From an optimization exercise on the open Yosys and OpenROAD flow, aimed at small area, a short achievable clock period and few clock cycles; shortcuts taken in it are not production practice. Only simulation tests tie the RTL to the original design; equivalence was not proved.

**standard.sh**
```bash
#!/bin/bash
# synth_recipe.tcl (not shown) runs the flow's synth.tcl, then flattens the netlist and writes it again
# the make line also repeats each setting of config.mk as NAME=value (left out here)
make -C /OpenROAD-flow-scripts/flow DESIGN_CONFIG=/design/flow/config.mk WORK_HOME=/design/flow/orfs CLKGATE_MAP_FILE= SYNTH_SCRIPT=/design/flow/synth_recipe.tcl "${@:-finish}"
```
**constraint.sdc**
```tcl
create_clock -name core_clock -period 10.0 [get_ports {clk}]
set_input_delay 2.0000 -clock core_clock [delete_from_list [all_inputs] [get_ports {clk}]]
set_output_delay 2.0000 -clock core_clock [all_outputs]
set_load 0.01 [all_outputs]
```
**config.mk**
```make
export PLATFORM = sky130hd
export DESIGN_NAME = lms_weight_top
export DESIGN_NICKNAME = lms_weight_top
export VERILOG_FILES = /design/flow/design.v
export SDC_FILE = /design/flow/constraint.sdc
export NUM_CORES = 4
export LEC_CHECK = 0
export CAP_MARGIN = 20
export CORE_MARGIN = 2
export CORE_UTILIZATION = 40
export SETUP_SLACK_MARGIN = 5
export SLEW_MARGIN = 20
```
**flow/run.sh**
```bash
#!/bin/bash
set -euo pipefail
sed 's/SETUP_SLACK_MARGIN=[0-9.]*/SETUP_SLACK_MARGIN=6.2/' standard.sh > standard_margin.sh
grep -q 'SETUP_SLACK_MARGIN=6.2' standard_margin.sh
bash standard_margin.sh > standard_run.log 2>&1
```
**design.v**
```verilog
package lms_pkg;
    typedef logic signed [14-1:0] sample_t;
    typedef logic signed [16-1:0] weight_t;
    typedef logic signed [29-1:0] prod_t;
    typedef logic [5-1:0] tap_t;
    typedef enum logic [1:0] {
        UPD_IDLE  = 2'd0,
        UPD_MUL   = 2'd1,
        UPD_DIV   = 2'd2,
        UPD_WRITE = 2'd3
    } upd_state_t;
endpackage
`timescale 1ns/1ps
module lms_req_fifo #(
    parameter int DW = 63
) (
    input  logic          clk,
    input  logic          rstn,
    input  logic          push,
    input  logic [DW-1:0] push_data,
    input  logic          pop,
    output logic          head_valid,
    output logic [DW-1:0] head_data
);
    logic          v0, v1;
    logic [DW-1:0] data1;
    logic          ld0, ld1;
    assign head_valid = v0;
    assign ld0 = pop ? (v1 | push) : (!v0 & push);
    assign ld1 = pop ? (v1 & push) : (v0 & !v1 & push);
    always_ff @(posedge clk or negedge rstn)
    begin
        if (!rstn)
        begin
            v0 <= 1'b0;
            v1 <= 1'b0;
        end
        else
        begin
            if (pop)
            begin
                v0 <= v1 | push;
                v1 <= v1 & push;
            end
            else if (!v0)
                v0 <= push;
            else if (!v1)
                v1 <= push;
        end
    end
    always_ff @(posedge clk)
    begin
        if (ld0)
            head_data <= (pop && v1) ? data1 : push_data;
        if (ld1)
            data1 <= push_data;
    end
endmodule
`timescale 1ns/1ps
module lms_step_divider (
    input  logic                    clk,
    input  logic                    rstn,
    input  logic                    load,
    input  logic [26:0]             ld_a,
    input  logic [28:0]             ld_b,
    input  logic [3:0]              ld_cnt,
    input  logic                    ld_neg,
    input  logic                    res_ok,
    output logic                    free,
    output logic                    res_valid,
    output lms_pkg::weight_t        res_q,
    output logic                    res_neg,
    output logic                    idle_nx,
    output logic                    last_nx,
    output logic                    resv_nx
);
    logic        busy;
    logic        fin;
    logic [3:0]  cnt;
    logic [26:0] r;
    logic [28:0] b;
    logic [15:0] q;
    logic        neg;
    logic [29:0] h1, h2, h3;
    logic [30:0] d1, d2, d3;
    logic        ge1, ge2, ge3;
    logic [26:0] r_next;
    logic [15:0] q_next;
    logic        last;
    assign h1 = {2'b0, b[28:1]};
    assign h2 = {1'b0, b};
    assign h3 = {1'b0, b} + {2'b0, b[28:1]};
    assign d1 = {4'b0, r} - {1'b0, h1};
    assign d2 = {4'b0, r} - {1'b0, h2};
    assign d3 = {4'b0, r} - {1'b0, h3};
    assign ge1 = !d1[30];
    assign ge2 = !d2[30];
    assign ge3 = !d3[30];
    always_comb
    begin
        if (ge3)
        begin
            r_next = d3[26:0];
            q_next = {q[13:0], 2'd3};
        end
        else if (ge2)
        begin
            r_next = d2[26:0];
            q_next = {q[13:0], 2'd2};
        end
        else if (ge1)
        begin
            r_next = d1[26:0];
            q_next = {q[13:0], 2'd1};
        end
        else
        begin
            r_next = r;
            q_next = {q[13:0], 2'd0};
        end
    end
    logic last_r;
    assign last      = busy && last_r;
    assign res_valid = last || fin;
    assign res_q     = fin ? q : q_next;
    assign res_neg   = neg;
    assign free      = !(busy || fin) || (res_valid && res_ok);
    logic busy_nx, fin_nx, last_r_nx;
    always_comb
    begin
        busy_nx = busy;
        fin_nx  = fin;
        if (load)
        begin
            busy_nx = 1'b1;
            fin_nx  = 1'b0;
        end
        else if (last)
        begin
            busy_nx = 1'b0;
            fin_nx  = !res_ok;
        end
        else if (fin && res_ok)
            fin_nx = 1'b0;
        last_r_nx = load ? (ld_cnt == 4'd1) : (cnt == 4'd2);
    end
    assign idle_nx = !busy_nx && !fin_nx;
    assign last_nx = busy_nx && last_r_nx;
    assign resv_nx = last_nx || fin_nx;
    always_ff @(posedge clk or negedge rstn)
    begin
        if (!rstn)
        begin
            busy <= 1'b0;
            fin  <= 1'b0;
        end
        else
        begin
            busy <= busy_nx;
            fin  <= fin_nx;
        end
    end
    always_ff @(posedge clk)
    begin
        last_r <= last_r_nx;
        if (load)
        begin
            cnt    <= ld_cnt;
            r      <= ld_a;
            b      <= ld_b;
        end
        else
        begin
            cnt    <= cnt - 1'b1;
            r      <= r_next;
            b      <= b >> 2;
        end
    end
    always_ff @(posedge clk)
    begin
        if (load)
        begin
            q   <= '0;
            neg <= ld_neg;
        end
        else if (busy)
            q   <= q_next;
    end
endmodule
`timescale 1ns/1ps
module lms_weight_bank (
    input  logic              clk,
    input  logic              rstn,
    input  logic              wr_en,
    input  lms_pkg::tap_t     wr_tap,
    input  lms_pkg::weight_t  wr_data,
    input  lms_pkg::tap_t     cur_tap,
    input  lms_pkg::tap_t     rd_tap,
    output lms_pkg::weight_t  cur_weight,
    output lms_pkg::weight_t  rd_weight
);
    lms_pkg::weight_t     weights [32];
    logic [32-1:0] vld;
    assign cur_weight = vld[cur_tap] ? weights[cur_tap] : '0;
    always_ff @(posedge clk or negedge rstn)
    begin
        if (!rstn)
            vld <= '0;
        else if (wr_en)
            vld[wr_tap] <= 1'b1;
    end
    always_ff @(posedge clk)
    begin
        if (wr_en)
            weights[wr_tap] <= wr_data;
    end
    always_ff @(posedge clk)
    begin
        rd_weight <= vld[rd_tap] ? weights[rd_tap] : '0;
    end
endmodule
`timescale 1ns/1ps
module lms_update_ctrl #(
    parameter int CQ_N = 6
) (
    input  logic                     clk,
    input  logic                     rstn,
    input  logic                     req_valid,
    input  logic                     s_valid,
    input  lms_pkg::tap_t            s_tap,
    input  logic                     s_es,
    input  logic [13:0]              s_ea,
    input  logic                     s_fs,
    input  logic [13:0]              s_fa,
    input  logic                     s_ns,
    input  logic [26:0]              s_na,
    output logic                     s_pop,
    output logic                     credit_return,
    output logic                     d_load,
    output logic [26:0]              d_a,
    output logic [28:0]              d_b,
    output logic [3:0]               d_cnt,
    output logic                     d_neg,
    input  logic                     d_res_valid,
    input  lms_pkg::weight_t         d_res_q,
    input  logic                     d_res_neg,
    output logic                     d_res_ok,
    input  logic                     d_idle_nx,
    input  logic                     d_last_nx,
    input  logic                     d_resv_nx,
    input  lms_pkg::weight_t         cur_weight,
    output lms_pkg::tap_t            cur_tap,
    output logic                     wr_en,
    output lms_pkg::tap_t            wr_tap,
    output lms_pkg::weight_t         wr_data,
    output logic                     upd_done,
    output lms_pkg::tap_t            upd_tap
);
    function automatic logic [3:0] blen14(input logic [13:0] x);
        blen14 = '0;
        for (int i = 0; i < 14; i++)
            if (x[i]) blen14 = i + 1;
    endfunction
    function automatic logic [4:0] blen27(input logic [26:0] x);
        blen27 = '0;
        for (int i = 0; i < 27; i++)
            if (x[i]) blen27 = i + 1;
    endfunction
    logic [3:0]  le, lf;
    logic [4:0]  ln;
    logic [5:0]  lsum;
    logic [5:0]  kk;
    logic [3:0]  cyc;
    logic        zero;
    logic [27:0] mul_s, mul_c;
    lms_umul14 mul_i (
        .a (s_ea),
        .b (s_fa),
        .s (mul_s),
        .c (mul_c)
    );
    assign le   = blen14(s_ea);
    assign lf   = blen14(s_fa);
    assign ln   = blen27(s_na);
    assign lsum = {2'b0, le} + {2'b0, lf};
    assign kk   = lsum + 6'd2 - {1'b0, ln};
    assign cyc  = kk[4:1];
    assign zero = (le == 4'd0) || (lf == 4'd0) || (ln == 5'd0) || ({1'b0, ln} > lsum);
    logic               p_valid;
    logic               p_zero;
    lms_pkg::tap_t      p_tap;
    logic               p_neg;
    logic [27:0]        p_ps;
    logic [27:0]        p_pc;
    logic [26:0]        p_na;
    logic [3:0]         p_cyc;
    logic [4:0]         p_top;    
    logic               p_odd;    
    logic p_go;
    logic d_free;
    logic p_go_nx;
    logic d_free_nx;
    logic p_zero_nx;
    logic upd_done_nx;
    logic res_ok_nx;
    logic cq_space;
    assign s_pop = s_valid && (!p_valid || p_go);
    assign p_valid_nx = s_pop || (p_valid && !p_go);
    always_ff @(posedge clk or negedge rstn)
    begin
        if (!rstn)
            p_valid <= 1'b0;
        else
            p_valid <= p_valid_nx;
    end
    always_ff @(posedge clk)
    begin
        if (s_pop)
        begin
            p_zero <= zero;
            p_tap  <= s_tap;
            p_neg  <= s_es ^ s_fs ^ s_ns;
            p_ps   <= mul_s;
            p_pc   <= mul_c;
            p_na   <= s_na;
            p_cyc  <= cyc;
            p_top  <= lsum[4:0] - 5'd1;
            p_odd  <= !kk[0];
        end
    end
    logic [27:0] p_mag;
    logic [26:0] p_a;
    logic [28:0] p_b;
    assign p_mag = p_ps + p_pc;
    assign p_a   = p_mag[26:0];
    assign p_b   = {1'b0, p_na, 1'b0} << {p_cyc - 4'd1, 1'b0};
    logic p_trim;
    assign p_trim = p_odd && (p_cyc != 4'd1) && !p_mag[p_top];
    logic        m_valid;
    logic [26:0] m_a;
    logic [28:0] m_b;
    logic [3:0]  m_cyc;
    logic        m_neg;
    logic ld_m, ld_p, p_to_m;
    assign ld_m   = d_free && m_valid;
    assign ld_p   = d_free && !m_valid && p_valid && !p_zero && cq_space;
    assign p_to_m = p_go && !p_zero && !ld_p;
    assign m_valid_nx = p_to_m || (m_valid && !ld_m);
    always_ff @(posedge clk or negedge rstn)
    begin
        if (!rstn)
            m_valid <= 1'b0;
        else
            m_valid <= m_valid_nx;
    end
    always_ff @(posedge clk)
    begin
        if (p_to_m)
        begin
            m_a   <= p_a;
            m_b   <= p_trim ? (p_b >> 2) : p_b;
            m_cyc <= p_trim ? (p_cyc - 4'd1) : p_cyc;
            m_neg <= p_neg;
        end
    end
    assign d_load = ld_m || ld_p;
    assign d_a    = m_valid ? m_a   : p_a;
    assign d_b    = m_valid ? m_b   : p_b;
    assign d_cnt  = m_valid ? m_cyc : p_cyc;
    assign d_neg  = m_valid ? m_neg : p_neg;
    logic [1:0] owed;      
    logic [1:0] held;      
    logic [1:0] owed_nx;
    logic [1:0] held_nx;
    logic       pf_nx;
    logic       cr_nx;
    logic       p_valid_nx;
    logic       m_valid_nx;
    logic [CQ_N-1:0] cq_v_nx;
    logic [1:0] rr_v_nx;
    assign owed_nx = owed + {1'b0, req_valid} - {1'b0, credit_return};
    assign held_nx = held + {1'b0, req_valid} - {1'b0, p_go};
    assign pf_nx   = p_go_nx;
    assign cr_nx   = (owed_nx != 2'd0) && ((held_nx <= owed_nx) || (pf_nx && (held_nx == owed_nx + 2'd1)));
    always_ff @(posedge clk or negedge rstn)
    begin
        if (!rstn)
        begin
            owed          <= '0;
            held          <= '0;
            credit_return <= 1'b0;
        end
        else
        begin
            owed          <= owed_nx;
            held          <= held_nx;
            credit_return <= cr_nx;
        end
    end
    logic [1:0]       rr_v;
    logic [1:0][15:0] rr_q;
    logic [1:0]       rr_neg;
    logic             rr_take;
    logic             rr_put;
    logic [CQ_N-1:0]      cq_v;
    logic [CQ_N-1:0]      cq_div;
    logic [CQ_N-1:0][4:0] cq_tap;
    logic                 cq_pop;
    logic cq_div0_nx;
    assign upd_tap  = cq_tap[0];
    assign cq_pop   = upd_done;
    assign cq_space = !cq_v[CQ_N-1] || cq_pop;
    logic [CQ_N-1:0] cq_nv;    
    logic [CQ_N-1:0] cq_pv;    
    logic [CQ_N-1:0] cq_ins;   
    always_comb
    begin
        for (int i = 0; i < CQ_N; i++)
        begin
            cq_nv[i]  = cq_pop ? ((i + 1 < CQ_N) ? cq_v[(i + 1 < CQ_N) ? i + 1 : i] : 1'b0) : cq_v[i];
            cq_pv[i]  = (i == 0) ? 1'b1 : (cq_pop ? cq_v[i] : cq_v[(i > 0) ? i - 1 : 0]);
            cq_ins[i] = p_go && cq_pv[i] && !cq_nv[i];
        end
    end
    assign cq_v_nx    = cq_nv | cq_ins;
    assign upd_done_nx = cq_v_nx[0] && (!cq_div0_nx || rr_v_nx[0]);
    assign res_ok_nx   = !rr_v_nx[1] || (upd_done_nx && cq_div0_nx);
    assign d_free_nx   = d_idle_nx || (d_resv_nx && res_ok_nx);
    assign p_zero_nx   = s_pop ? zero : p_zero;
    assign p_go_nx     = p_valid_nx && (!cq_v_nx[CQ_N-1] || upd_done_nx) &&
                         (p_zero_nx || !m_valid_nx || d_free_nx);
    always_ff @(posedge clk or negedge rstn)
    begin
        if (!rstn)
        begin
            p_go   <= 1'b0;
            d_free <= 1'b1;
        end
        else
        begin
            p_go   <= p_go_nx;
            d_free <= d_free_nx;
        end
    end
    assign cq_div0_nx = cq_ins[0] ? !p_zero : (cq_pop ? cq_div[(CQ_N > 1) ? 1 : 0] : cq_div[0]);
    always_ff @(posedge clk or negedge rstn)
    begin
        if (!rstn)
        begin
            cq_v     <= '0;
            upd_done <= 1'b0;
        end
        else
        begin
            cq_v     <= cq_v_nx;
            upd_done <= upd_done_nx;
        end
    end
    always_ff @(posedge clk)
    begin
        for (int i = 0; i < CQ_N; i++)
        begin
            if (cq_ins[i])
            begin
                cq_tap[i] <= p_tap;
                cq_div[i] <= !p_zero;
            end
            else if (cq_pop)
            begin
                cq_tap[i] <= cq_tap[(i + 1 < CQ_N) ? i + 1 : i];
                cq_div[i] <= cq_div[(i + 1 < CQ_N) ? i + 1 : i];
            end
        end
    end
    assign rr_take  = upd_done && cq_div[0];
    assign d_res_ok = !rr_v[1] || rr_take;
    assign rr_put   = d_res_valid && d_res_ok;
    always_comb
    begin
        case ({rr_put, rr_take})
            2'b10:   rr_v_nx = {rr_v[0], 1'b1};
            2'b01:   rr_v_nx = {1'b0, rr_v[1]};
            default: rr_v_nx = rr_v;
        endcase
    end
    always_ff @(posedge clk or negedge rstn)
    begin
        if (!rstn)
            rr_v <= '0;
        else
            rr_v <= rr_v_nx;
    end
    always_ff @(posedge clk)
    begin
        if (rr_take)
        begin
            rr_q[0]   <= rr_v[1] ? rr_q[1] : d_res_q;
            rr_neg[0] <= rr_v[1] ? rr_neg[1] : d_res_neg;
        end
        else if (rr_put && !rr_v[0])
        begin
            rr_q[0]   <= d_res_q;
            rr_neg[0] <= d_res_neg;
        end
        if (rr_put && (rr_take ? rr_v[1] : rr_v[0]))
        begin
            rr_q[1]   <= d_res_q;
            rr_neg[1] <= d_res_neg;
        end
    end
    lms_pkg::tap_t    next_tap;
    lms_pkg::weight_t cw;
    logic [1:0][4:0] cq_tap_nx;
    always_comb
    begin
        for (int i = 0; i < 2; i++)
            cq_tap_nx[i] = cq_ins[i] ? p_tap : (cq_pop ? cq_tap[i + 1] : cq_tap[i]);
    end
    always_ff @(posedge clk)
    begin
        next_tap <= upd_done_nx ? cq_tap_nx[1] : cq_tap_nx[0];
    end
    assign cur_tap  = next_tap;
    always_ff @(posedge clk)
    begin
        if (wr_en && (wr_tap == next_tap))
            cw <= wr_data;
        else
            cw <= cur_weight;
    end
    assign wr_en   = rr_take;
    assign wr_tap  = cq_tap[0];
    assign wr_data = cw + (rr_q[0] ^ {16{rr_neg[0]}}) + {15'd0, rr_neg[0]};
endmodule
module lms_umul14 (
    input  logic [13:0] a,
    input  logic [13:0] b,
    output logic [27:0] s,
    output logic [27:0] c
);
    logic t1, t2, t3, t4, t5, t6, t7, t8, t9, t10, t11, t12, t13, t14, t15, t16, t17, t18, t19, t20, t21, t22, t23, t24, t25, t26, t27, t28, t29, t30, t31, t32, t33, t34, t35, t36, t37, t38, t39, t40, t41, t42, t43, t44, t45, t46, t47, t48, t49, t50, t51, t52, t53, t54, t55, t56, t57, t58, t59, t60, t61, t62, t63, t64, t65, t66, t67, t68, t69, t70, t71, t72, t73, t74, t75, t76, t77, t78, t79, t80, t81, t82, t83, t84, t85, t86, t87, t88, t89, t90, t91, t92, t93, t94, t95, t96, t97, t98, t99, t100, t101, t102, t103, t104, t105, t106, t107, t108, t109, t110, t111, t112, t113, t114, t115, t116, t117, t118, t119, t120, t121, t122, t123, t124, t125, t126, t127, t128, t129, t130, t131, t132, t133, t134, t135, t136, t137, t138, t139, t140, t141, t142, t143, t144, t145, t146, t147, t148, t149, t150, t151, t152, t153, t154, t155, t156, t157, t158, t159, t160, t161, t162, t163, t164, t165, t166, t167, t168, t169, t170, t171, t172, t173, t174, t175, t176, t177, t178, t179, t180, t181, t182, t183, t184, t185, t186, t187, t188, t189, t190, t191, t192, t193, t194, t195, t196, t197, t198, t199, t200, t201, t202, t203, t204, t205, t206, t207, t208, t209, t210, t211, t212, t213, t214, t215, t216, t217, t218, t219, t220, t221, t222, t223, t224, t225, t226, t227, t228, t229, t230, t231, t232, t233, t234, t235, t236, t237, t238, t239, t240, t241, t242, t243, t244, t245, t246, t247, t248, t249, t250, t251, t252, t253, t254, t255, t256, t257, t258, t259, t260, t261, t262, t263, t264, t265, t266, t267, t268, t269, t270, t271, t272, t273, t274, t275, t276, t277, t278, t279, t280, t281, t282, t283, t284, t285, t286, t287, t288, t289, t290, t291, t292, t293, t294, t295, t296, t297, t298, t299, t300, t301, t302, t303, t304, t305, t306, t307, t308, t309, t310, t311, t312, t313, t314, t315, t316, t317, t318, t319, t320, t321, t322, t323, t324, t325, t326, t327, t328, t329, t330, t331, t332, t333, t334, t335, t336, t337, t338, t339, t340, t341, t342, t343, t344, t345, t346, t347, t348, t349, t350, t351, t352, t353, t354, t355, t356, t357, t358, t359, t360, t361, t362, t363, t364, t365, t366, t367, t368, t369, t370, t371, t372, t373, t374, t375, t376, t377, t378, t379, t380, t381, t382, t383, t384, t385, t386, t387, t388, t389, t390, t391, t392, t393, t394, t395, t396, t397, t398, t399, t400, t401, t402, t403, t404, t405, t406, t407, t408, t409, t410, t411, t412, t413, t414, t415, t416, t417, t418, t419, t420, t421, t422, t423, t424, t425, t426, t427, t428, t429, t430, t431, t432, t433, t434, t435, t436, t437, t438, t439, t440, t441, t442, t443, t444, t445, t446, t447, t448, t449, t450, t451, t452, t453, t454, t455, t456, t457, t458, t459, t460, t461, t462, t463, t464, t465, t466, t467, t468, t469, t470, t471, t472, t473, t474, t475, t476, t477, t478, t479, t480, t481, t482, t483, t484, t485, t486, t487, t488, t489, t490, t491, t492, t493, t494, t495, t496, t497, t498, t499, t500, t501, t502, t503, t504, t505, t506, t507, t508;
    assign t1 = (a[0] & b[0]);
    assign t2 = (a[0] & b[1]);
    assign t3 = (a[1] & b[0]);
    assign t4 = (a[0] & b[2]);
    assign t5 = (a[1] & b[1]);
    assign t6 = (a[2] & b[0]);
    assign t7 = (a[0] & b[3]);
    assign t8 = (a[1] & b[2]);
    assign t9 = (a[2] & b[1]);
    assign t10 = (a[3] & b[0]);
    assign t11 = (a[0] & b[4]);
    assign t12 = (a[1] & b[3]);
    assign t13 = (a[2] & b[2]);
    assign t14 = (a[3] & b[1]);
    assign t15 = (a[4] & b[0]);
    assign t16 = (a[0] & b[5]);
    assign t17 = (a[1] & b[4]);
    assign t18 = (a[2] & b[3]);
    assign t19 = (a[3] & b[2]);
    assign t20 = (a[4] & b[1]);
    assign t21 = (a[5] & b[0]);
    assign t22 = (a[0] & b[6]);
    assign t23 = (a[1] & b[5]);
    assign t24 = (a[2] & b[4]);
    assign t25 = (a[3] & b[3]);
    assign t26 = (a[4] & b[2]);
    assign t27 = (a[5] & b[1]);
    assign t28 = (a[6] & b[0]);
    assign t29 = (a[0] & b[7]);
    assign t30 = (a[1] & b[6]);
    assign t31 = (a[2] & b[5]);
    assign t32 = (a[3] & b[4]);
    assign t33 = (a[4] & b[3]);
    assign t34 = (a[5] & b[2]);
    assign t35 = (a[6] & b[1]);
    assign t36 = (a[7] & b[0]);
    assign t37 = (a[0] & b[8]);
    assign t38 = (a[1] & b[7]);
    assign t39 = (a[2] & b[6]);
    assign t40 = (a[3] & b[5]);
    assign t41 = (a[4] & b[4]);
    assign t42 = (a[5] & b[3]);
    assign t43 = (a[6] & b[2]);
    assign t44 = (a[7] & b[1]);
    assign t45 = (a[8] & b[0]);
    assign t46 = (a[0] & b[9]);
    assign t47 = (a[1] & b[8]);
    assign t48 = (a[2] & b[7]);
    assign t49 = (a[3] & b[6]);
    assign t50 = (a[4] & b[5]);
    assign t51 = (a[5] & b[4]);
    assign t52 = (a[6] & b[3]);
    assign t53 = (a[7] & b[2]);
    assign t54 = (a[8] & b[1]);
    assign t55 = (a[9] & b[0]);
    assign t56 = (a[0] & b[10]);
    assign t57 = (a[1] & b[9]);
    assign t58 = (a[2] & b[8]);
    assign t59 = (a[3] & b[7]);
    assign t60 = (a[4] & b[6]);
    assign t61 = (a[5] & b[5]);
    assign t62 = (a[6] & b[4]);
    assign t63 = (a[7] & b[3]);
    assign t64 = (a[8] & b[2]);
    assign t65 = (a[9] & b[1]);
    assign t66 = (a[10] & b[0]);
    assign t67 = (a[0] & b[11]);
    assign t68 = (a[1] & b[10]);
    assign t69 = (a[2] & b[9]);
    assign t70 = (a[3] & b[8]);
    assign t71 = (a[4] & b[7]);
    assign t72 = (a[5] & b[6]);
    assign t73 = (a[6] & b[5]);
    assign t74 = (a[7] & b[4]);
    assign t75 = (a[8] & b[3]);
    assign t76 = (a[9] & b[2]);
    assign t77 = (a[10] & b[1]);
    assign t78 = (a[11] & b[0]);
    assign t79 = (a[0] & b[12]);
    assign t80 = (a[1] & b[11]);
    assign t81 = (a[2] & b[10]);
    assign t82 = (a[3] & b[9]);
    assign t83 = (a[4] & b[8]);
    assign t84 = (a[5] & b[7]);
    assign t85 = (a[6] & b[6]);
    assign t86 = (a[7] & b[5]);
    assign t87 = (a[8] & b[4]);
    assign t88 = (a[9] & b[3]);
    assign t89 = (a[10] & b[2]);
    assign t90 = (a[11] & b[1]);
    assign t91 = (a[12] & b[0]);
    assign t92 = (a[0] & b[13]);
    assign t93 = (a[1] & b[12]);
    assign t94 = (a[2] & b[11]);
    assign t95 = (a[3] & b[10]);
    assign t96 = (a[4] & b[9]);
    assign t97 = (a[5] & b[8]);
    assign t98 = (a[6] & b[7]);
    assign t99 = (a[7] & b[6]);
    assign t100 = (a[8] & b[5]);
    assign t101 = (a[9] & b[4]);
    assign t102 = (a[10] & b[3]);
    assign t103 = (a[11] & b[2]);
    assign t104 = (a[12] & b[1]);
    assign t105 = (a[13] & b[0]);
    assign t106 = (a[1] & b[13]);
    assign t107 = (a[2] & b[12]);
    assign t108 = (a[3] & b[11]);
    assign t109 = (a[4] & b[10]);
    assign t110 = (a[5] & b[9]);
    assign t111 = (a[6] & b[8]);
    assign t112 = (a[7] & b[7]);
    assign t113 = (a[8] & b[6]);
    assign t114 = (a[9] & b[5]);
    assign t115 = (a[10] & b[4]);
    assign t116 = (a[11] & b[3]);
    assign t117 = (a[12] & b[2]);
    assign t118 = (a[13] & b[1]);
    assign t119 = (a[2] & b[13]);
    assign t120 = (a[3] & b[12]);
    assign t121 = (a[4] & b[11]);
    assign t122 = (a[5] & b[10]);
    assign t123 = (a[6] & b[9]);
    assign t124 = (a[7] & b[8]);
    assign t125 = (a[8] & b[7]);
    assign t126 = (a[9] & b[6]);
    assign t127 = (a[10] & b[5]);
    assign t128 = (a[11] & b[4]);
    assign t129 = (a[12] & b[3]);
    assign t130 = (a[13] & b[2]);
    assign t131 = (a[3] & b[13]);
    assign t132 = (a[4] & b[12]);
    assign t133 = (a[5] & b[11]);
    assign t134 = (a[6] & b[10]);
    assign t135 = (a[7] & b[9]);
    assign t136 = (a[8] & b[8]);
    assign t137 = (a[9] & b[7]);
    assign t138 = (a[10] & b[6]);
    assign t139 = (a[11] & b[5]);
    assign t140 = (a[12] & b[4]);
    assign t141 = (a[13] & b[3]);
    assign t142 = (a[4] & b[13]);
    assign t143 = (a[5] & b[12]);
    assign t144 = (a[6] & b[11]);
    assign t145 = (a[7] & b[10]);
    assign t146 = (a[8] & b[9]);
    assign t147 = (a[9] & b[8]);
    assign t148 = (a[10] & b[7]);
    assign t149 = (a[11] & b[6]);
    assign t150 = (a[12] & b[5]);
    assign t151 = (a[13] & b[4]);
    assign t152 = (a[5] & b[13]);
    assign t153 = (a[6] & b[12]);
    assign t154 = (a[7] & b[11]);
    assign t155 = (a[8] & b[10]);
    assign t156 = (a[9] & b[9]);
    assign t157 = (a[10] & b[8]);
    assign t158 = (a[11] & b[7]);
    assign t159 = (a[12] & b[6]);
    assign t160 = (a[13] & b[5]);
    assign t161 = (a[6] & b[13]);
    assign t162 = (a[7] & b[12]);
    assign t163 = (a[8] & b[11]);
    assign t164 = (a[9] & b[10]);
    assign t165 = (a[10] & b[9]);
    assign t166 = (a[11] & b[8]);
    assign t167 = (a[12] & b[7]);
    assign t168 = (a[13] & b[6]);
    assign t169 = (a[7] & b[13]);
    assign t170 = (a[8] & b[12]);
    assign t171 = (a[9] & b[11]);
    assign t172 = (a[10] & b[10]);
    assign t173 = (a[11] & b[9]);
    assign t174 = (a[12] & b[8]);
    assign t175 = (a[13] & b[7]);
    assign t176 = (a[8] & b[13]);
    assign t177 = (a[9] & b[12]);
    assign t178 = (a[10] & b[11]);
    assign t179 = (a[11] & b[10]);
    assign t180 = (a[12] & b[9]);
    assign t181 = (a[13] & b[8]);
    assign t182 = (a[9] & b[13]);
    assign t183 = (a[10] & b[12]);
    assign t184 = (a[11] & b[11]);
    assign t185 = (a[12] & b[10]);
    assign t186 = (a[13] & b[9]);
    assign t187 = (a[10] & b[13]);
    assign t188 = (a[11] & b[12]);
    assign t189 = (a[12] & b[11]);
    assign t190 = (a[13] & b[10]);
    assign t191 = (a[11] & b[13]);
    assign t192 = (a[12] & b[12]);
    assign t193 = (a[13] & b[11]);
    assign t194 = (a[12] & b[13]);
    assign t195 = (a[13] & b[12]);
    assign t196 = (a[13] & b[13]);
    assign t197 = t92 ^ t93;
    assign t198 = t92 & t93;
    assign t199 = t106 ^ t107;
    assign t200 = t106 & t107;
    assign t201 = t46 ^ t47;
    assign t202 = t46 & t47;
    assign t203 = t56 ^ t57 ^ t58;
    assign t204 = (t56 & t57) | (t56 & t58) | (t57 & t58);
    assign t205 = t59 ^ t60;
    assign t206 = t59 & t60;
    assign t207 = t67 ^ t68 ^ t69;
    assign t208 = (t67 & t68) | (t67 & t69) | (t68 & t69);
    assign t209 = t70 ^ t71 ^ t72;
    assign t210 = (t70 & t71) | (t70 & t72) | (t71 & t72);
    assign t211 = t73 ^ t74;
    assign t212 = t73 & t74;
    assign t213 = t79 ^ t80 ^ t81;
    assign t214 = (t79 & t80) | (t79 & t81) | (t80 & t81);
    assign t215 = t82 ^ t83 ^ t84;
    assign t216 = (t82 & t83) | (t82 & t84) | (t83 & t84);
    assign t217 = t85 ^ t86 ^ t87;
    assign t218 = (t85 & t86) | (t85 & t87) | (t86 & t87);
    assign t219 = t88 ^ t89;
    assign t220 = t88 & t89;
    assign t221 = t197 ^ t94 ^ t95;
    assign t222 = (t197 & t94) | (t197 & t95) | (t94 & t95);
    assign t223 = t96 ^ t97 ^ t98;
    assign t224 = (t96 & t97) | (t96 & t98) | (t97 & t98);
    assign t225 = t99 ^ t100 ^ t101;
    assign t226 = (t99 & t100) | (t99 & t101) | (t100 & t101);
    assign t227 = t102 ^ t103 ^ t104;
    assign t228 = (t102 & t103) | (t102 & t104) | (t103 & t104);
    assign t229 = t199 ^ t108 ^ t109;
    assign t230 = (t199 & t108) | (t199 & t109) | (t108 & t109);
    assign t231 = t110 ^ t111 ^ t112;
    assign t232 = (t110 & t111) | (t110 & t112) | (t111 & t112);
    assign t233 = t113 ^ t114 ^ t115;
    assign t234 = (t113 & t114) | (t113 & t115) | (t114 & t115);
    assign t235 = t116 ^ t117 ^ t118;
    assign t236 = (t116 & t117) | (t116 & t118) | (t117 & t118);
    assign t237 = t119 ^ t120 ^ t121;
    assign t238 = (t119 & t120) | (t119 & t121) | (t120 & t121);
    assign t239 = t122 ^ t123 ^ t124;
    assign t240 = (t122 & t123) | (t122 & t124) | (t123 & t124);
    assign t241 = t125 ^ t126 ^ t127;
    assign t242 = (t125 & t126) | (t125 & t127) | (t126 & t127);
    assign t243 = t128 ^ t129 ^ t130;
    assign t244 = (t128 & t129) | (t128 & t130) | (t129 & t130);
    assign t245 = t131 ^ t132 ^ t133;
    assign t246 = (t131 & t132) | (t131 & t133) | (t132 & t133);
    assign t247 = t134 ^ t135 ^ t136;
    assign t248 = (t134 & t135) | (t134 & t136) | (t135 & t136);
    assign t249 = t137 ^ t138 ^ t139;
    assign t250 = (t137 & t138) | (t137 & t139) | (t138 & t139);
    assign t251 = t142 ^ t143 ^ t144;
    assign t252 = (t142 & t143) | (t142 & t144) | (t143 & t144);
    assign t253 = t145 ^ t146 ^ t147;
    assign t254 = (t145 & t146) | (t145 & t147) | (t146 & t147);
    assign t255 = t152 ^ t153 ^ t154;
    assign t256 = (t152 & t153) | (t152 & t154) | (t153 & t154);
    assign t257 = t22 ^ t23;
    assign t258 = t22 & t23;
    assign t259 = t29 ^ t30 ^ t31;
    assign t260 = (t29 & t30) | (t29 & t31) | (t30 & t31);
    assign t261 = t32 ^ t33;
    assign t262 = t32 & t33;
    assign t263 = t37 ^ t38 ^ t39;
    assign t264 = (t37 & t38) | (t37 & t39) | (t38 & t39);
    assign t265 = t40 ^ t41 ^ t42;
    assign t266 = (t40 & t41) | (t40 & t42) | (t41 & t42);
    assign t267 = t43 ^ t44;
    assign t268 = t43 & t44;
    assign t269 = t201 ^ t48 ^ t49;
    assign t270 = (t201 & t48) | (t201 & t49) | (t48 & t49);
    assign t271 = t50 ^ t51 ^ t52;
    assign t272 = (t50 & t51) | (t50 & t52) | (t51 & t52);
    assign t273 = t53 ^ t54 ^ t55;
    assign t274 = (t53 & t54) | (t53 & t55) | (t54 & t55);
    assign t275 = t203 ^ t205 ^ t61;
    assign t276 = (t203 & t205) | (t203 & t61) | (t205 & t61);
    assign t277 = t62 ^ t63 ^ t64;
    assign t278 = (t62 & t63) | (t62 & t64) | (t63 & t64);
    assign t279 = t65 ^ t66 ^ t202;
    assign t280 = (t65 & t66) | (t65 & t202) | (t66 & t202);
    assign t281 = t207 ^ t209 ^ t211;
    assign t282 = (t207 & t209) | (t207 & t211) | (t209 & t211);
    assign t283 = t75 ^ t76 ^ t77;
    assign t284 = (t75 & t76) | (t75 & t77) | (t76 & t77);
    assign t285 = t78 ^ t204 ^ t206;
    assign t286 = (t78 & t204) | (t78 & t206) | (t204 & t206);
    assign t287 = t213 ^ t215 ^ t217;
    assign t288 = (t213 & t215) | (t213 & t217) | (t215 & t217);
    assign t289 = t219 ^ t90 ^ t91;
    assign t290 = (t219 & t90) | (t219 & t91) | (t90 & t91);
    assign t291 = t208 ^ t210 ^ t212;
    assign t292 = (t208 & t210) | (t208 & t212) | (t210 & t212);
    assign t293 = t221 ^ t223 ^ t225;
    assign t294 = (t221 & t223) | (t221 & t225) | (t223 & t225);
    assign t295 = t227 ^ t105 ^ t214;
    assign t296 = (t227 & t105) | (t227 & t214) | (t105 & t214);
    assign t297 = t216 ^ t218 ^ t220;
    assign t298 = (t216 & t218) | (t216 & t220) | (t218 & t220);
    assign t299 = t229 ^ t231 ^ t233;
    assign t300 = (t229 & t231) | (t229 & t233) | (t231 & t233);
    assign t301 = t235 ^ t198 ^ t222;
    assign t302 = (t235 & t198) | (t235 & t222) | (t198 & t222);
    assign t303 = t224 ^ t226 ^ t228;
    assign t304 = (t224 & t226) | (t224 & t228) | (t226 & t228);
    assign t305 = t237 ^ t239 ^ t241;
    assign t306 = (t237 & t239) | (t237 & t241) | (t239 & t241);
    assign t307 = t243 ^ t200 ^ t230;
    assign t308 = (t243 & t200) | (t243 & t230) | (t200 & t230);
    assign t309 = t232 ^ t234 ^ t236;
    assign t310 = (t232 & t234) | (t232 & t236) | (t234 & t236);
    assign t311 = t245 ^ t247 ^ t249;
    assign t312 = (t245 & t247) | (t245 & t249) | (t247 & t249);
    assign t313 = t140 ^ t141 ^ t238;
    assign t314 = (t140 & t141) | (t140 & t238) | (t141 & t238);
    assign t315 = t240 ^ t242 ^ t244;
    assign t316 = (t240 & t242) | (t240 & t244) | (t242 & t244);
    assign t317 = t251 ^ t253 ^ t148;
    assign t318 = (t251 & t253) | (t251 & t148) | (t253 & t148);
    assign t319 = t149 ^ t150 ^ t151;
    assign t320 = (t149 & t150) | (t149 & t151) | (t150 & t151);
    assign t321 = t246 ^ t248 ^ t250;
    assign t322 = (t246 & t248) | (t246 & t250) | (t248 & t250);
    assign t323 = t255 ^ t155 ^ t156;
    assign t324 = (t255 & t155) | (t255 & t156) | (t155 & t156);
    assign t325 = t157 ^ t158 ^ t159;
    assign t326 = (t157 & t158) | (t157 & t159) | (t158 & t159);
    assign t327 = t160 ^ t252 ^ t254;
    assign t328 = (t160 & t252) | (t160 & t254) | (t252 & t254);
    assign t329 = t161 ^ t162 ^ t163;
    assign t330 = (t161 & t162) | (t161 & t163) | (t162 & t163);
    assign t331 = t164 ^ t165 ^ t166;
    assign t332 = (t164 & t165) | (t164 & t166) | (t165 & t166);
    assign t333 = t167 ^ t168 ^ t256;
    assign t334 = (t167 & t168) | (t167 & t256) | (t168 & t256);
    assign t335 = t169 ^ t170 ^ t171;
    assign t336 = (t169 & t170) | (t169 & t171) | (t170 & t171);
    assign t337 = t172 ^ t173 ^ t174;
    assign t338 = (t172 & t173) | (t172 & t174) | (t173 & t174);
    assign t339 = t176 ^ t177 ^ t178;
    assign t340 = (t176 & t177) | (t176 & t178) | (t177 & t178);
    assign t341 = t11 ^ t12;
    assign t342 = t11 & t12;
    assign t343 = t16 ^ t17 ^ t18;
    assign t344 = (t16 & t17) | (t16 & t18) | (t17 & t18);
    assign t345 = t19 ^ t20;
    assign t346 = t19 & t20;
    assign t347 = t257 ^ t24 ^ t25;
    assign t348 = (t257 & t24) | (t257 & t25) | (t24 & t25);
    assign t349 = t26 ^ t27 ^ t28;
    assign t350 = (t26 & t27) | (t26 & t28) | (t27 & t28);
    assign t351 = t259 ^ t261 ^ t34;
    assign t352 = (t259 & t261) | (t259 & t34) | (t261 & t34);
    assign t353 = t35 ^ t36 ^ t258;
    assign t354 = (t35 & t36) | (t35 & t258) | (t36 & t258);
    assign t355 = t263 ^ t265 ^ t267;
    assign t356 = (t263 & t265) | (t263 & t267) | (t265 & t267);
    assign t357 = t45 ^ t260 ^ t262;
    assign t358 = (t45 & t260) | (t45 & t262) | (t260 & t262);
    assign t359 = t269 ^ t271 ^ t273;
    assign t360 = (t269 & t271) | (t269 & t273) | (t271 & t273);
    assign t361 = t264 ^ t266 ^ t268;
    assign t362 = (t264 & t266) | (t264 & t268) | (t266 & t268);
    assign t363 = t275 ^ t277 ^ t279;
    assign t364 = (t275 & t277) | (t275 & t279) | (t277 & t279);
    assign t365 = t270 ^ t272 ^ t274;
    assign t366 = (t270 & t272) | (t270 & t274) | (t272 & t274);
    assign t367 = t281 ^ t283 ^ t285;
    assign t368 = (t281 & t283) | (t281 & t285) | (t283 & t285);
    assign t369 = t276 ^ t278 ^ t280;
    assign t370 = (t276 & t278) | (t276 & t280) | (t278 & t280);
    assign t371 = t287 ^ t289 ^ t291;
    assign t372 = (t287 & t289) | (t287 & t291) | (t289 & t291);
    assign t373 = t282 ^ t284 ^ t286;
    assign t374 = (t282 & t284) | (t282 & t286) | (t284 & t286);
    assign t375 = t293 ^ t295 ^ t297;
    assign t376 = (t293 & t295) | (t293 & t297) | (t295 & t297);
    assign t377 = t288 ^ t290 ^ t292;
    assign t378 = (t288 & t290) | (t288 & t292) | (t290 & t292);
    assign t379 = t299 ^ t301 ^ t303;
    assign t380 = (t299 & t301) | (t299 & t303) | (t301 & t303);
    assign t381 = t294 ^ t296 ^ t298;
    assign t382 = (t294 & t296) | (t294 & t298) | (t296 & t298);
    assign t383 = t305 ^ t307 ^ t309;
    assign t384 = (t305 & t307) | (t305 & t309) | (t307 & t309);
    assign t385 = t300 ^ t302 ^ t304;
    assign t386 = (t300 & t302) | (t300 & t304) | (t302 & t304);
    assign t387 = t311 ^ t313 ^ t315;
    assign t388 = (t311 & t313) | (t311 & t315) | (t313 & t315);
    assign t389 = t306 ^ t308 ^ t310;
    assign t390 = (t306 & t308) | (t306 & t310) | (t308 & t310);
    assign t391 = t317 ^ t319 ^ t321;
    assign t392 = (t317 & t319) | (t317 & t321) | (t319 & t321);
    assign t393 = t312 ^ t314 ^ t316;
    assign t394 = (t312 & t314) | (t312 & t316) | (t314 & t316);
    assign t395 = t323 ^ t325 ^ t327;
    assign t396 = (t323 & t325) | (t323 & t327) | (t325 & t327);
    assign t397 = t318 ^ t320 ^ t322;
    assign t398 = (t318 & t320) | (t318 & t322) | (t320 & t322);
    assign t399 = t329 ^ t331 ^ t333;
    assign t400 = (t329 & t331) | (t329 & t333) | (t331 & t333);
    assign t401 = t324 ^ t326 ^ t328;
    assign t402 = (t324 & t326) | (t324 & t328) | (t326 & t328);
    assign t403 = t335 ^ t337 ^ t175;
    assign t404 = (t335 & t337) | (t335 & t175) | (t337 & t175);
    assign t405 = t330 ^ t332 ^ t334;
    assign t406 = (t330 & t332) | (t330 & t334) | (t332 & t334);
    assign t407 = t339 ^ t179 ^ t180;
    assign t408 = (t339 & t179) | (t339 & t180) | (t179 & t180);
    assign t409 = t181 ^ t336 ^ t338;
    assign t410 = (t181 & t336) | (t181 & t338) | (t336 & t338);
    assign t411 = t182 ^ t183 ^ t184;
    assign t412 = (t182 & t183) | (t182 & t184) | (t183 & t184);
    assign t413 = t185 ^ t186 ^ t340;
    assign t414 = (t185 & t186) | (t185 & t340) | (t186 & t340);
    assign t415 = t187 ^ t188 ^ t189;
    assign t416 = (t187 & t188) | (t187 & t189) | (t188 & t189);
    assign t417 = t7 ^ t8;
    assign t418 = t7 & t8;
    assign t419 = t341 ^ t13 ^ t14;
    assign t420 = (t341 & t13) | (t341 & t14) | (t13 & t14);
    assign t421 = t343 ^ t345 ^ t21;
    assign t422 = (t343 & t345) | (t343 & t21) | (t345 & t21);
    assign t423 = t347 ^ t349 ^ t344;
    assign t424 = (t347 & t349) | (t347 & t344) | (t349 & t344);
    assign t425 = t351 ^ t353 ^ t348;
    assign t426 = (t351 & t353) | (t351 & t348) | (t353 & t348);
    assign t427 = t355 ^ t357 ^ t352;
    assign t428 = (t355 & t357) | (t355 & t352) | (t357 & t352);
    assign t429 = t359 ^ t361 ^ t356;
    assign t430 = (t359 & t361) | (t359 & t356) | (t361 & t356);
    assign t431 = t363 ^ t365 ^ t360;
    assign t432 = (t363 & t365) | (t363 & t360) | (t365 & t360);
    assign t433 = t367 ^ t369 ^ t364;
    assign t434 = (t367 & t369) | (t367 & t364) | (t369 & t364);
    assign t435 = t371 ^ t373 ^ t368;
    assign t436 = (t371 & t373) | (t371 & t368) | (t373 & t368);
    assign t437 = t375 ^ t377 ^ t372;
    assign t438 = (t375 & t377) | (t375 & t372) | (t377 & t372);
    assign t439 = t379 ^ t381 ^ t376;
    assign t440 = (t379 & t381) | (t379 & t376) | (t381 & t376);
    assign t441 = t383 ^ t385 ^ t380;
    assign t442 = (t383 & t385) | (t383 & t380) | (t385 & t380);
    assign t443 = t387 ^ t389 ^ t384;
    assign t444 = (t387 & t389) | (t387 & t384) | (t389 & t384);
    assign t445 = t391 ^ t393 ^ t388;
    assign t446 = (t391 & t393) | (t391 & t388) | (t393 & t388);
    assign t447 = t395 ^ t397 ^ t392;
    assign t448 = (t395 & t397) | (t395 & t392) | (t397 & t392);
    assign t449 = t399 ^ t401 ^ t396;
    assign t450 = (t399 & t401) | (t399 & t396) | (t401 & t396);
    assign t451 = t403 ^ t405 ^ t400;
    assign t452 = (t403 & t405) | (t403 & t400) | (t405 & t400);
    assign t453 = t407 ^ t409 ^ t404;
    assign t454 = (t407 & t409) | (t407 & t404) | (t409 & t404);
    assign t455 = t411 ^ t413 ^ t408;
    assign t456 = (t411 & t413) | (t411 & t408) | (t413 & t408);
    assign t457 = t415 ^ t190 ^ t412;
    assign t458 = (t415 & t190) | (t415 & t412) | (t190 & t412);
    assign t459 = t191 ^ t192 ^ t193;
    assign t460 = (t191 & t192) | (t191 & t193) | (t192 & t193);
    assign t461 = t4 ^ t5;
    assign t462 = t4 & t5;
    assign t463 = t417 ^ t9 ^ t10;
    assign t464 = (t417 & t9) | (t417 & t10) | (t9 & t10);
    assign t465 = t419 ^ t15 ^ t418;
    assign t466 = (t419 & t15) | (t419 & t418) | (t15 & t418);
    assign t467 = t421 ^ t342 ^ t420;
    assign t468 = (t421 & t342) | (t421 & t420) | (t342 & t420);
    assign t469 = t423 ^ t346 ^ t422;
    assign t470 = (t423 & t346) | (t423 & t422) | (t346 & t422);
    assign t471 = t425 ^ t350 ^ t424;
    assign t472 = (t425 & t350) | (t425 & t424) | (t350 & t424);
    assign t473 = t427 ^ t354 ^ t426;
    assign t474 = (t427 & t354) | (t427 & t426) | (t354 & t426);
    assign t475 = t429 ^ t358 ^ t428;
    assign t476 = (t429 & t358) | (t429 & t428) | (t358 & t428);
    assign t477 = t431 ^ t362 ^ t430;
    assign t478 = (t431 & t362) | (t431 & t430) | (t362 & t430);
    assign t479 = t433 ^ t366 ^ t432;
    assign t480 = (t433 & t366) | (t433 & t432) | (t366 & t432);
    assign t481 = t435 ^ t370 ^ t434;
    assign t482 = (t435 & t370) | (t435 & t434) | (t370 & t434);
    assign t483 = t437 ^ t374 ^ t436;
    assign t484 = (t437 & t374) | (t437 & t436) | (t374 & t436);
    assign t485 = t439 ^ t378 ^ t438;
    assign t486 = (t439 & t378) | (t439 & t438) | (t378 & t438);
    assign t487 = t441 ^ t382 ^ t440;
    assign t488 = (t441 & t382) | (t441 & t440) | (t382 & t440);
    assign t489 = t443 ^ t386 ^ t442;
    assign t490 = (t443 & t386) | (t443 & t442) | (t386 & t442);
    assign t491 = t445 ^ t390 ^ t444;
    assign t492 = (t445 & t390) | (t445 & t444) | (t390 & t444);
    assign t493 = t447 ^ t394 ^ t446;
    assign t494 = (t447 & t394) | (t447 & t446) | (t394 & t446);
    assign t495 = t449 ^ t398 ^ t448;
    assign t496 = (t449 & t398) | (t449 & t448) | (t398 & t448);
    assign t497 = t451 ^ t402 ^ t450;
    assign t498 = (t451 & t402) | (t451 & t450) | (t402 & t450);
    assign t499 = t453 ^ t406 ^ t452;
    assign t500 = (t453 & t406) | (t453 & t452) | (t406 & t452);
    assign t501 = t455 ^ t410 ^ t454;
    assign t502 = (t455 & t410) | (t455 & t454) | (t410 & t454);
    assign t503 = t457 ^ t414 ^ t456;
    assign t504 = (t457 & t414) | (t457 & t456) | (t414 & t456);
    assign t505 = t459 ^ t416 ^ t458;
    assign t506 = (t459 & t416) | (t459 & t458) | (t416 & t458);
    assign t507 = t194 ^ t195 ^ t460;
    assign t508 = (t194 & t195) | (t194 & t460) | (t195 & t460);
    assign s = {1'b0, t196, t507, t505, t503, t501, t499, t497, t495, t493, t491, t489, t487, t485, t483, t481, t479, t477, t475, t473, t471, t469, t467, t465, t463, t461, t2, t1};
    assign c = {1'b0, t508, t506, t504, t502, t500, t498, t496, t494, t492, t490, t488, t486, t484, t482, t480, t478, t476, t474, t472, t470, t468, t466, t464, t462, t6, t3, 1'b0};
endmodule
`timescale 1ns/1ps
module lms_weight_top (
    input  logic                     clk,
    input  logic                     rstn,
    input  logic                     req_valid,
    input  lms_pkg::tap_t            req_tap,
    input  lms_pkg::sample_t         req_err,
    input  lms_pkg::sample_t         req_ref,
    input  logic [32-1:0]  req_power,
    input  lms_pkg::tap_t            rd_tap,
    output logic                     credit_return,
    output logic                     upd_done,
    output lms_pkg::tap_t            upd_tap,
    output lms_pkg::weight_t         rd_weight
);
    logic                     s_valid;
    logic                     s_pop;
    logic [62:0]              push_data;
    logic [62:0]              s_data;
    logic [13:0]              req_ea, req_fa;
    logic [26:0]              req_na;
    logic [26:0]              req_nrm;
    assign req_nrm   = req_power[32-1:5];
    assign req_ea    = req_err[13] ? -req_err : req_err;
    assign req_fa    = req_ref[13] ? -req_ref : req_ref;
    assign req_na    = req_nrm[26] ? -req_nrm : req_nrm;
    assign push_data = {req_tap, req_err[13], req_ea, req_ref[13], req_fa, req_nrm[26], req_na};
    logic                     d_load;
    logic [26:0]              d_a;
    logic [28:0]              d_b;
    logic [3:0]               d_cnt;
    logic                     d_neg;
    logic                     d_free;
    logic                     d_res_valid;
    lms_pkg::weight_t         d_res_q;
    logic                     d_res_neg;
    logic                     d_res_ok;
    logic                     d_idle_nx;
    logic                     d_last_nx;
    logic                     d_resv_nx;
    lms_pkg::tap_t            cur_tap;
    lms_pkg::weight_t         cur_weight;
    logic                     wr_en;
    lms_pkg::tap_t            wr_tap;
    lms_pkg::weight_t         wr_data;
    lms_req_fifo #(.DW(63)) fifo_i (
        .clk        (clk),
        .rstn       (rstn),
        .push       (req_valid),
        .push_data  (push_data),
        .pop        (s_pop),
        .head_valid (s_valid),
        .head_data  (s_data)
    );
    lms_update_ctrl ctrl_i (
        .clk           (clk),
        .rstn          (rstn),
        .req_valid     (req_valid),
        .s_valid       (s_valid),
        .s_tap         (s_data[62:58]),
        .s_es          (s_data[57]),
        .s_ea          (s_data[56:43]),
        .s_fs          (s_data[42]),
        .s_fa          (s_data[41:28]),
        .s_ns          (s_data[27]),
        .s_na          (s_data[26:0]),
        .s_pop         (s_pop),
        .credit_return (credit_return),
        .d_load        (d_load),
        .d_a           (d_a),
        .d_b           (d_b),
        .d_cnt         (d_cnt),
        .d_neg         (d_neg),
        .d_res_valid   (d_res_valid),
        .d_res_q       (d_res_q),
        .d_res_neg     (d_res_neg),
        .d_res_ok      (d_res_ok),
        .d_idle_nx     (d_idle_nx),
        .d_last_nx     (d_last_nx),
        .d_resv_nx     (d_resv_nx),
        .cur_weight    (cur_weight),
        .cur_tap       (cur_tap),
        .wr_en         (wr_en),
        .wr_tap        (wr_tap),
        .wr_data       (wr_data),
        .upd_done      (upd_done),
        .upd_tap       (upd_tap)
    );
    lms_step_divider div_i (
        .clk       (clk),
        .rstn      (rstn),
        .load      (d_load),
        .ld_a      (d_a),
        .ld_b      (d_b),
        .ld_cnt    (d_cnt),
        .ld_neg    (d_neg),
        .res_ok    (d_res_ok),
        .free      (),
        .res_valid (d_res_valid),
        .res_q     (d_res_q),
        .res_neg   (d_res_neg),
        .idle_nx   (d_idle_nx),
        .last_nx   (d_last_nx),
        .resv_nx   (d_resv_nx)
    );
    lms_weight_bank bank_i (
        .clk        (clk),
        .rstn       (rstn),
        .wr_en      (wr_en),
        .wr_tap     (wr_tap),
        .wr_data    (wr_data),
        .cur_tap    (cur_tap),
        .rd_tap     (rd_tap),
        .cur_weight (cur_weight),
        .rd_weight  (rd_weight)
    );
endmodule
```
==> results of run 1 <==
==> worst reg2reg max path: stages (launching register included) <==
cell and delay [ns]:
edfxtp_1 0.45, buf_4 0.17, buf_6 0.10, and2_1 0.17, ha_4 0.27, inv_2 0.03
fa_1 0.52, inv_1 0.05, fa_1 0.47, inv_1 0.05, fa_1 0.50, inv_2 0.04
fa_2 0.54, fa_2 0.45
==> area by class of cell <==
class                   count  area (um^2)
fillers                 12600        76900
flip-flops and latches   1035        29900
multi-input cells        2891        28200
repair buffers            362         3550
clock buffers             147         3040
well taps                1917         2400
inverters                 260         1000
clock inverters            60          581
repair inverters            1         5.00
==> what timing repair did <==
item / 4_1_cts / 5_1_grt
pin swaps: 85 / 98
hold buffers: 0 / 0
cloned: 5 / 6
buffers inserted: 121 / 61
resized for setup: 178 / 160
endpoints found under the setup margin: 383 / 236
==> Yosys cell counts (9+ instances only) <==
cell type / instances / share of area (%)
nor2b_1: 18 / 0.19
nand3_1: 32 / 0.27
a211oi_1: 54 / 0.69
buf_1: 41 / 0.26
a21oi_1: 178 / 1.5
o31a_1: 12 / 0.18
mux4_2: 342 / 13
ha_1: 175 / 3.7
o21a_1: 25 / 0.32
fa_1: 176 / 6.0
nor3_1: 49 / 0.42
xor2_1: 70 / 1.0
o31ai_1: 19 / 0.24
nand4_1: 14 / 0.15
nor2_1: 423 / 2.7
o21ai_0: 153 / 1.3
clkbuf_1: 171 / 1.1
dfxtp_1: 99 / 3.4
mux2_2: 54 / 1.0
a21o_1: 68 / 0.87
o21bai_1: 27 / 0.35
nand2b_1: 32 / 0.34
mux2i_1: 125 / 2.1
a22oi_1: 13 / 0.17
edfxtp_1: 882 / 45
o41ai_1: 11 / 0.16
o22ai_1: 15 / 0.16
xnor2_1: 117 / 1.7
and2_1: 160 / 1.7
dfrtp_1: 53 / 2.3
nor4_1: 19 / 0.20
o2bb2ai_1: 13 / 0.19
o211ai_1: 20 / 0.26
a31oi_1: 23 / 0.25
nand2_1: 277 / 1.8
or3_1: 22 / 0.24
inv_1: 257 / 1.6
and3_1: 17 / 0.18
nor3b_1: 9 / 0.12
==> per-stage QoR <==
step           setup slack (ns)  hold WS (ns)  utilization [%]  cells
5_1_grt                    5.72         0.440             47.2   6673
2_1_floorplan              6.09         0.400                -   4407
6_report                   5.91         0.423             47.2   6673
3_3_place_gp               4.65         0.407             42.6   6273
3_5_place_dp               4.64         0.408             42.6   6273
4_1_cts                    5.92         0.422             46.3   6606
==> final timing paths <==
| check | start | end | slack, ns | cells past startpoint |
|---|---|---|---|---|
| min | fifo_i.head_data[61] | ctrl_i.p_tap[3] | 0.42 | 0 |
| max | fifo_i.head_data[43] | ctrl_i.p_ps[13] | 5.91 | 13 |
| max in group asynchronous | rstn | div_i.busy | 8.02 | 2 |
| min reg2reg | fifo_i.head_data[61] | ctrl_i.p_tap[3] | 0.42 | 0 |
| max reg2reg | fifo_i.head_data[43] | ctrl_i.p_ps[13] | 5.91 | 13 |
| min in group asynchronous | rstn | bank_i.vld[7] | 1.39 | 2 |
==> state kept, by name, indices dropped and copies added (netlist names), 16 cells and up <==
register,cells
bank_i.rd_weight,16
div_i.r,27
fifo_i.head_data,63
ctrl_i.cq_tap,30
ctrl_i.m_a,27
div_i.b,29
div_i.q,16
ctrl_i.p_na,27
ctrl_i.cw,16
bank_i.vld,32
bank_i.weights,512
fifo_i.data1,63
ctrl_i.p_ps,27
ctrl_i.m_b,29
ctrl_i.rr_q,32
ctrl_i.p_pc,26
==> metal layers <==
metal  vias up  global-route usage, %
li1      17000                      -
met1     18900                   27.0
met2      1203                   31.4
met3       277                   2.73
met4         2                   5.64
met5         -                      0
==> cell families (layout without fill, tap and decap cells) <==
logic type / count (synthesis) / count (layout) / share of synthesized area [%]
AND/OR/NAND/NOR: 1106 / 1108 / 8.78
adder cells (fa/ha/maj): 351 / 351 / 9.76
buffers and inverters: 483 / 830 / 3.17
multiplexers: 521 / 521 / 16.3
AO/OA/AOI/OAI: 724 / 724 / 8.25
flip-flops: 1035 / 1035 / 50.9
XOR/XNOR: 187 / 187 / 2.80
==> results.sh, run 1 <==
export IMPL_status="timing/DRC/antenna clean"
export IMPL_core_area_mm2=0.146
export IMPL_crit_buf_inv=6
export IMPL_wl_met1_mm=64.5
export IMPL_first_pass_iters=5
export IMPL_cts_buffers=110
export IMPL_synthFlopType="edfxtp_1"
export IMPL_slowest_delay_ns=0.54
export IMPL_setup_tns_ns=0
export IMPL_vias=37400
export IMPL_design_area_mm2=0.0687
export IMPL_ys_types=97
export IMPL_clockBufferDepth=3
export IMPL_syn_inst=4407
export IMPL_synth_edf_count=882
export IMPL_arrival_ns=4.53
export IMPL_layout_common_cells="edfxtp_1, nor2_1, mux4_2"
export IMPL_dr_first_iter_drc_count=3020
export IMPL_ys_ff_latch=1035
export IMPL_synth_warning_count=4
export IMPL_min_period_ns=4.09
export IMPL_syn_nets=4831
export IMPL_path_cells="buf_4 > buf_6 > and2_1 > ha_4 > inv_2 > fa_1 > inv_1 > fa_1 > inv_1 > fa_1 > inv_2 > fa_2 > fa_2"
export IMPL_max_freq_mhz=244
export IMPL_end_kind="flip-flop"
export IMPL_clock_skew_ns=0.0878
export IMPL_drive_above_1_share_pct=24.1
export IMPL_grt_antenna_before_repair=1
export IMPL_postPlaceCellArea_mm2=0.0620
export IMPL_avgSynthCellArea_um2=13.3
export IMPL_top_level_ports=96
export IMPL_grt_pass1_vias=37700
export IMPL_gp_congestion=0.824
export IMPL_cts_tree="built"
export IMPL_clk_pin_slew_worst_paths_ns=0.06
export IMPL_syn_area_mm2=0.0586
export IMPL_start_util_pct=40.2
export IMPL_dieArea_mm2=0.149
export IMPL_grt_overflow=0
export IMPL_cp_max_fo=2
export IMPL_crit_top_cell="fa_1"
export IMPL_dp_hpwl_mm=92.7
export IMPL_finalMaxSlewViolations=0
export IMPL_ctsHtreeMaxLevel=3
export IMPL_cp_top_family="adder cells"
export IMPL_row_count=140
export IMPL_wire_per_inst_um=22.0
export IMPL_cts_sinks=1035
export IMPL_grt_max_degree=78
export IMPL_dr_wl_met2_mm=69.3
export IMPL_hold_viol=0
export IMPL_grt_pass1_wl_mm=225
export IMPL_mostFrequentLayoutCell="edfxtp_1"
export IMPL_slowest_stage="fa_2"
export IMPL_die_w_um=387
export IMPL_synth_seq_area_share_pct=50.9
export IMPL_cp_start_kind="flip-flop"
export IMPL_period_share_pct=40.9
export IMPL_crit_type="flip-flop to flip-flop"
export IMPL_area_growth_pct=17.3
export IMPL_setup_violations=0
export IMPL_worst_ep_required_time_ns=10.43
export IMPL_die_y_um=387
export IMPL_min_path_type="flip-flop to flip-flop"
export IMPL_clock_latency_ns=0.75
export IMPL_maxCapViolCount=0
export IMPL_ys_async_sr_fraction_pct=5.22
export IMPL_clock_root_buffer="clkbuf_16"
export IMPL_antennaDiodeCount=0
export IMPL_relSlewSlack_pct=29.1
export IMPL_route_detailed_drc=0
export IMPL_vias_per_cell=5.61
export IMPL_drt_total_wl_mm=147
export IMPL_grt_setup_unrepaired="true"
export IMPL_io_buffer_count=90
export IMPL_grt_total_usage_pct=19.3
export IMPL_wl_met3_mm=8.68
export IMPL_highest_layer="met5"
export IMPL_ant_nets=0
export IMPL_num_nets_final=5085
export IMPL_tightest_slew_ns=1.06
Testbench counts, summed over its fixed seeds: cycles 4,328.
==> run 2: changes to the inputs <==
==> flow/run.sh (replaced) <==
#!/bin/bash
set -euo pipefail
sed 's/SETUP_SLACK_MARGIN=[0-9.]*/SETUP_SLACK_MARGIN=6.5/' standard.sh > standard_margin.sh
grep -q 'SETUP_SLACK_MARGIN=6.5' standard_margin.sh
bash standard_margin.sh > standard_run.log 2>&1
==> results.sh, run 2 <==
export IMPL_status="timing/DRC/antenna clean"
export IMPL_hold_viol=0
export IMPL_cts_tree="built"
export IMPL_vias_per_cell=5.61
export IMPL_clock_skew_ns=0.0580
export IMPL_area_growth_pct=19.8
export IMPL_setup_violations=0
export IMPL_use_met1_pct=27.3
export IMPL_synth_warning_count=4
export IMPL_syn_inst=4407
export IMPL_ys_types=97
export IMPL_clockBufferDepth=3
export IMPL_final_util_pct=48.2
export IMPL_largest_register="bank_i.weights"
export IMPL_yosys_area_share_simple_pct=8.78
export IMPL_start_util_pct=40.2
export IMPL_synth_compound_area_share_pct=8.25
export IMPL_top_usage_layer="met2"
export IMPL_layout_common_cells="edfxtp_1, nor2_1, mux4_2"
export IMPL_finalWorstSetupSlack_ns=5.81
export IMPL_relSlewSlack_pct=29.5
export IMPL_cts_sinks=1035
export IMPL_synth_edf_count=882
export IMPL_synth_adder_area_share_pct=9.76
export IMPL_vias=37800
export IMPL_cp_max_fo=3
export IMPL_grt_max_degree=77
export IMPL_synth_top_family_by_area="multiplexers"
export IMPL_cts_buffers=110
export IMPL_dp_cells=6269
export IMPL_antennaDiodeCount=0
export IMPL_synth_seq_area_share_pct=50.9
export IMPL_hold_worst_slack_ns=0.418
export IMPL_ys_ff_latch=1035
export IMPL_end_kind="flip-flop"
export IMPL_num_nets_final=5152
export IMPL_place_ws_ns=4.99
export IMPL_yosys_area_top_type="edfxtp_1"
export IMPL_synthFlopType="edfxtp_1"
export IMPL_dr_first_iter_drc_count=3387
export IMPL_first_pass_iters=5
export IMPL_min_period_ns=4.19
export IMPL_clock_latency_ns=0.76
export IMPL_synth_mux_area_share_pct=16.3
export IMPL_postPlaceCellArea_mm2=0.0621
export IMPL_dp_hpwl_mm=91.6
export IMPL_postCtsHoldBufs=0
export IMPL_finalMaxSlewViolations=0
export IMPL_register_area_mm2=0.0299
export IMPL_grt_antenna_before_repair=0
export IMPL_largest_reg_flops=512
export IMPL_clock_root_buffer="clkbuf_16"
export IMPL_synth_common_cells="edfxtp_1, nor2_1, mux4_2"
export IMPL_drive_above_1_share_pct=27.5
export IMPL_fin_cells=6739
export IMPL_row_count=140
export IMPL_syn_nets=4831
export IMPL_ctsHtreeMaxLevel=3
export IMPL_use_met2_pct=32.6
export IMPL_clk_pin_slew_worst_paths_ns=0.06
export IMPL_cp_start_kind="flip-flop"
export IMPL_ys_async_sr_fraction_pct=5.22
export IMPL_grt_pass1_vias=38400
export IMPL_wire_per_inst_um=22.4
export IMPL_die_y_um=387
export IMPL_min_path_type="flip-flop to flip-flop"
export IMPL_reg_top3="bank_i.weights: 512 flops, fifo_i.data1: 63 flops, fifo_i.head_data: 63 flops"
export IMPL_yosysMostFrequentCell="edfxtp_1"
export IMPL_synth_xor_area_share_pct=2.80
export IMPL_core_area_mm2=0.146
export IMPL_arrival_ns=4.68
export IMPL_syn_area_mm2=0.0586
export IMPL_gp_congestion=0.850
export IMPL_grt_use_met3_pct=2.47
export IMPL_nFillCells=12400
export IMPL_grt_pass1_wl_mm=230
export IMPL_grt_setup_unrepaired="true"
export IMPL_top_level_ports=96
export IMPL_maxCapViolCount=0
export IMPL_grt_overflow=0
export IMPL_tightest_slew_ns=1.06
export IMPL_period_share_pct=41.9
export IMPL_multiInputGateArea_mm2=0.0290
export IMPL_dieArea_mm2=0.149
export IMPL_io_buffer_count=90
export IMPL_ant_nets=0
export IMPL_ys_top_cells_by_area="edfxtp_1, mux4_2, fa_1"
export IMPL_synth_top_area_share_pct=45.2
export IMPL_grt_total_usage_pct=19.8
export IMPL_route_detailed_drc=0
export IMPL_design_area_mm2=0.0702
export IMPL_worst_ep_required_time_ns=10.49
export IMPL_drt_total_wl_mm=151
export IMPL_max_freq_mhz=238
export IMPL_setup_tns_ns=0
export IMPL_die_w_um=387
export IMPL_rrSetupSlack_ns=5.81
export IMPL_crit_type="flip-flop to flip-flop"
export IMPL_avgSynthCellArea_um2=13.3
export IMPL_mostFrequentLayoutCell="edfxtp_1"
## run 2: changes by cell type in the layout (fill, tap and decap cells not counted), moves of 11 or more
| cell | change |
|---|---|
| clkbuf_1 | +12 |
| clkdlybuf4s50_1 | -34 |
| clkbuf_8 | -11 |
| buf_4 | +46 |
| inv_1 | -18 |
| dlygate4sd2_1 | +13 |
| and2_1 | -18 |
| o21ai_0 | -17 |
| and2_4 | +18 |
| inv_2 | +17 |
## run 2: worst paths after layout
| path | from | cells after the start | endpoint |
|---|---|---|---|
| worst max-delay path | fifo_i.head_data[44] | 14 | ctrl_i.p_ps[13] |
| worst min-delay path | fifo_i.head_data[60] | 0 | ctrl_i.p_tap[2] |
| worst max register to register | fifo_i.head_data[44] | 14 | ctrl_i.p_ps[13] |
| worst min register to register | fifo_i.head_data[60] | 0 | ctrl_i.p_tap[2] |
| max in group asynchronous | rstn | 2 | ctrl_i.m_valid |
| min in group asynchronous | rstn | 2 | bank_i.vld[21] |
## run 2: final cells by class
class                           count  share of cell area (%)
Timing Repair inverter              1                 0.00713
Inverter                          260                    1.43
Multi-Input combinational cell   2895                    41.4
Timing Repair Buffer              425                    6.06
Clock inverter                     57                   0.952
Sequential cell                  1035                    42.6
Tap cell                         1917                    3.42
Clock buffer                      149                    4.22
## run 2: cell families (layout without fill, tap and decap cells)
group                    Yosys count  after routing
AO/OA/AOI/OAI                    724            725
XOR/XNOR                         187            189
adder cells (fa/ha/maj)          351            351
buffers and inverters            483            892
flip-flops                      1035           1035
multiplexers                     521            521
AND/OR/NAND/NOR                 1106           1109
## run 2: layer usage
layer | vias up | wire [um]
li1 | 17100 | -
met1 | 19200 | 65300
met3 | 252 | 8380
met2 | 1189 | 72700
met5 | - | 0
met4 | 0 | 4320
## run 2: timing repair
| action | 4_1_cts | 5_1_grt |
|---|---|---|
| gates cloned | 14 | 4 |
| endpoints found under the hold margin | 0 | 0 |
| pin swaps | 145 | 159 |
| setup buffers | 185 | 61 |
| setup endpoints to repair | 455 | 320 |
| resized for setup | 372 | 188 |
## run 2: critical path, cell delays in order (launching register included)
cell and delay (ns):
edfxtp_1 0.46, buf_4 0.18, buf_6 0.11, buf_6 0.10
and2_4 0.15, ha_4 0.25, inv_2 0.03, fa_1 0.52
inv_2 0.05, fa_2 0.53, inv_2 0.04, fa_1 0.52
inv_2 0.04, fa_2 0.53, fa_2 0.44

-- static timing again, ports no longer ideal --
How much do the figures lean on ideal ports? The routed layouts below were timed once more, with nothing changed but the port constraints. Step 1 assumes that a clkbuf_16 drives the clock port and a buf_2 every other input. Step 2 moves the port delays by t, midway between the first and last clock arrival at a register: inputs arrive t later, outputs are due t later. That takes back most of the time a late clock gives input paths. Three values: no drivers, after step 1, after step 2; two values: the first two.
run	t, ns	setup slack, ns	clock arrival spread, ns	worst register clock-pin slew, ns	worst slew at a driven data input, ns
run 1	0.788	5.909 / 5.909 / 5.483	0.101 / 0.100	0.08 / 0.08	0.22
run 2	0.814	5.807 / 5.807 / 5.658	0.058 / 0.058	0.06 / 0.06	0.18
After both steps every run listed still meets setup and hold. The setup slack of run 1, which loses most, moves by 0.000 ns with the drivers and by -0.426 ns with both steps.
